Background: an optimization exercise with open tools, aiming at small area and few clock cycles. Do not read the settings as production practice. The RTL was checked by simulation tests, not by an equivalence proof against the original design.

==> 07-21: inputs <==
Design mac_pipe_array, start of the top module:
module mac_pipe_array #(
  parameter int LANES        = 4,
  parameter int IN_BITWIDTH  = 16,
  parameter int OUT_BITWIDTH = 32
) (
  input  logic                          clk,
  input  logic                          rst,
  input  logic                          in_valid,
  output logic                          in_ready,
  input  logic                          mode,
  input  logic                          in_last,
  input  logic [LANES*IN_BITWIDTH-1:0]  a_in,
  input  logic [LANES*IN_BITWIDTH-1:0]  w_in,
  input  logic [LANES*OUT_BITWIDTH-1:0] sum_in,
  output logic                          out_valid,
  input  logic                          out_ready,
  output logic [LANES*OUT_BITWIDTH-1:0] out,
  output logic [LANES-1:0]              out_sat
);
Settings: LEC_CHECK=0, CAP_MARGIN=20, CORE_MARGIN=2, CORE_UTILIZATION=60, GPL_TIMING_DRIVEN=0, SLEW_MARGIN=20, SYNTH_HIERARCHICAL=1; clock period 7.2 ns.
run.sh (not shown) runs the stock make flow with config.mk's settings and CLKGATE_MAP_FILE= SYNTH_SCRIPT=/design/flow/synth_recipe.tcl, a recipe that flattens the netlist after the stock synthesis.
==> 03-09 (differences from 07-21) <==
--- a/flow/design.v
+++ b/flow/design.v
@@ -58,11 +58,11 @@
   logic [OUT_BITWIDTH+1:0] w_sum_n;
   logic [OUT_BITWIDTH:0]   w_tot;
   logic                    w_sat;
   logic [OUT_BITWIDTH-1:0] w_res;
   logic [IN_BITWIDTH-1:0]  pp_n [IN_BITWIDTH];
-  assign w_base   = (i_mode == mac_pkg::MODE_PSUM) ? i_sum : r_acc;
+  assign w_base   = (i_mode == mac_pkg::MODE_PSUM) ? i_sum : (r_acc | {OUT_BITWIDTH{r_sticky}});
   assign w_base_n = ~w_base;
   for (genvar i = 0; i < IN_BITWIDTH; i++) begin : g_pp
     assign pp_n[i] = ~(i_w & {IN_BITWIDTH{i_a[i]}});
   end
   logic t239s, t239c;
@@ -548,11 +548,11 @@
   assign w_r0 = {1'b1, w_base_n[31], t238c, t237c, t236c, t235c, t234c, t233c, t232c, t231c, t230c, t229c, t228c, t227c, t226c, t225c, t224c, t223c, t222c, t221c, t220c, t219c, t218c, t217c, t216c, t215c, t214c, t213c, t212c, t211c, t210c, w_base_n[1], pp_n[0][0]};
   assign w_r1 = {1'b1, t239c, t239s, t238s, t237s, t236s, t235s, t234s, t233s, t232s, t231s, t230s, t229s, t228s, t227s, t226s, t225s, t224s, t223s, t222s, t221s, t220s, t219s, t218s, t217s, t216s, t215s, t214s, t213s, t212s, t211s, t210s, w_base_n[0]};
   assign w_sum_n = {w_r0, 1'b1} + {w_r1, 1'b1};
   assign w_tot   = ~w_sum_n[OUT_BITWIDTH+1:1];
   assign w_sat = w_tot[OUT_BITWIDTH];
-  assign w_res = w_sat ? {OUT_BITWIDTH{1'b1}} : w_tot[OUT_BITWIDTH-1:0];
+  assign w_res = w_tot[OUT_BITWIDTH-1:0];
   always_ff @(posedge clk or posedge rst) begin
     if (rst) begin
       r_acc    <= '0;
       r_sticky <= 1'b0;
     end else if (i_step) begin
@@ -569,11 +569,11 @@
     if (i_adv) begin
       r_out     <= w_res;
       r_out_sat <= w_sat | ((i_mode == mac_pkg::MODE_ACC) & r_sticky);
     end
   end
-  assign o_out = r_out;
+  assign o_out = r_out | {OUT_BITWIDTH{r_out_sat}};
   assign o_sat = r_out_sat;
 endmodule
 module mac_pipe_array #(
   parameter int LANES        = 4,
   parameter int IN_BITWIDTH  = 16,
==> flow/flow/run.sh (new file) <==
#!/bin/bash
# The standard layout, with the port buffers made from the smallest buffer cell and the
# buffers that synthesis put in taken out at floorplan (placement's repair adds back what the
# slew and capacitance limits need).
set -euo pipefail
bash standard.sh synth > synth.log 2>&1
bash standard.sh 'BUFFER_PORTS_ARGS=-buffer_cell sky130_fd_sc_hd__buf_1' REMOVE_ABC_BUFFERS=1 finish > layout.log 2>&1
==> flow/standard.sh (new file) <==
#!/bin/bash
# synth_recipe.tcl (not shown) runs the flow's synth.tcl, then flattens the netlist and writes it again
# the make line also repeats each setting of config.mk as NAME=value (left out here)
make -C /OpenROAD-flow-scripts/flow DESIGN_CONFIG=/design/flow/config.mk WORK_HOME=/design/flow/orfs CLKGATE_MAP_FILE= SYNTH_SCRIPT=/design/flow/synth_recipe.tcl "${@:-finish}"
removed: flow/run.sh
==> comparison <==
07-21 went through all stages and came out clean. 03-09 produced a clean layout.
Of 03-09 and 07-21, 07-21 has the higher count of clock-buffer cells in the layout (gap 7).
In maximum frequency, 03-09 and 07-21 hardly differ.
Of 03-09 and 07-21, 07-21 has the higher critical path depth (gap 6).
Of 03-09 and 07-21, 03-09 has the higher area after synthesis (gap about 0.7%, measured against 07-21).
Of 03-09 and 07-21, 07-21 has the higher routed wire length (gap about 3%, measured against 07-21).
==> figures <==
Core utilization of the finished layout: 03-09 65.14%; 07-21 69.50%
Worst slack at placement: 03-09 -824.5 ps; 07-21 -1767 ps
Termination of the worst setup path: 03-09 g_lane[3].u_lane.r_out[31]; 07-21 g_lane[1].u_lane.r_acc[5]
Worst slack on hold paths: 03-09 494.9 ps; 07-21 508.0 ps
Crit path DAT: 03-09 7350 ps; 07-21 7470 ps
Buffering overhead: 03-09 4.552%; 07-21 9.503%
Critical Path RT: 03-09 7520 ps; 07-21 7650 ps
Detailed-routing wirelength on met1: 03-09 50760 um; 07-21 50670 um
Share of the synthesized netlist area taken by xor and xnor gates: 03-09 2.496%; 07-21 1.927%
Multi-input logic cell count: 03-09 3524; 07-21 3476
Longest individual stage delay on the worst path: 03-09 750 ps; 07-21 530 ps
Status: 03-09 timing/DRC/antenna clean; 07-21 timing/DRC/antenna clean
Routed WL per cell: 03-09 24.36 um; 07-21 24.59 um
Testbench counts of 07-21, summed over its fixed seeds: cycles 12,008.
Testbench counts of 03-09, summed over its fixed seeds: cycles 12,008.

-- what the ideal ports hide --
In the flow no input, the clock included, has a driving cell. The finished layouts below were timed again as built, in two steps. Step 1, drivers: a clkbuf_16 drives clk and a buf_2 each remaining input, both assumed. Step 2 times the ports against the registers' clock, not the clock port: input delays grow and output delays shrink by t, the midpoint of the rising clock arrivals with the driver on. a / b / c = ideal / step 1 / step 2; a / b = the first two.
| run | shift t [ns] | slack for setup (ns) | worst hold slack (ns) | worst setup path after step 2 | worst slew at a driven data input, ns |
|---|---|---|---|---|---|
| 07-21 | 0.615 | 0.175 / 0.197 / -0.418 | 0.508 / 0.508 / 0.508 | input to register | 0.14 |
| 03-09 | 0.643 | 0.175 / 0.205 / -0.438 | 0.495 / 0.495 / 0.495 | input to register | 0.13 |
With both steps, setup timing fails in 07-21 and 03-09, where it was met with ideal ports. For 03-09, which loses most, drivers alone change the setup slack by +0.030 ns; drivers and shift together by -0.613 ns.
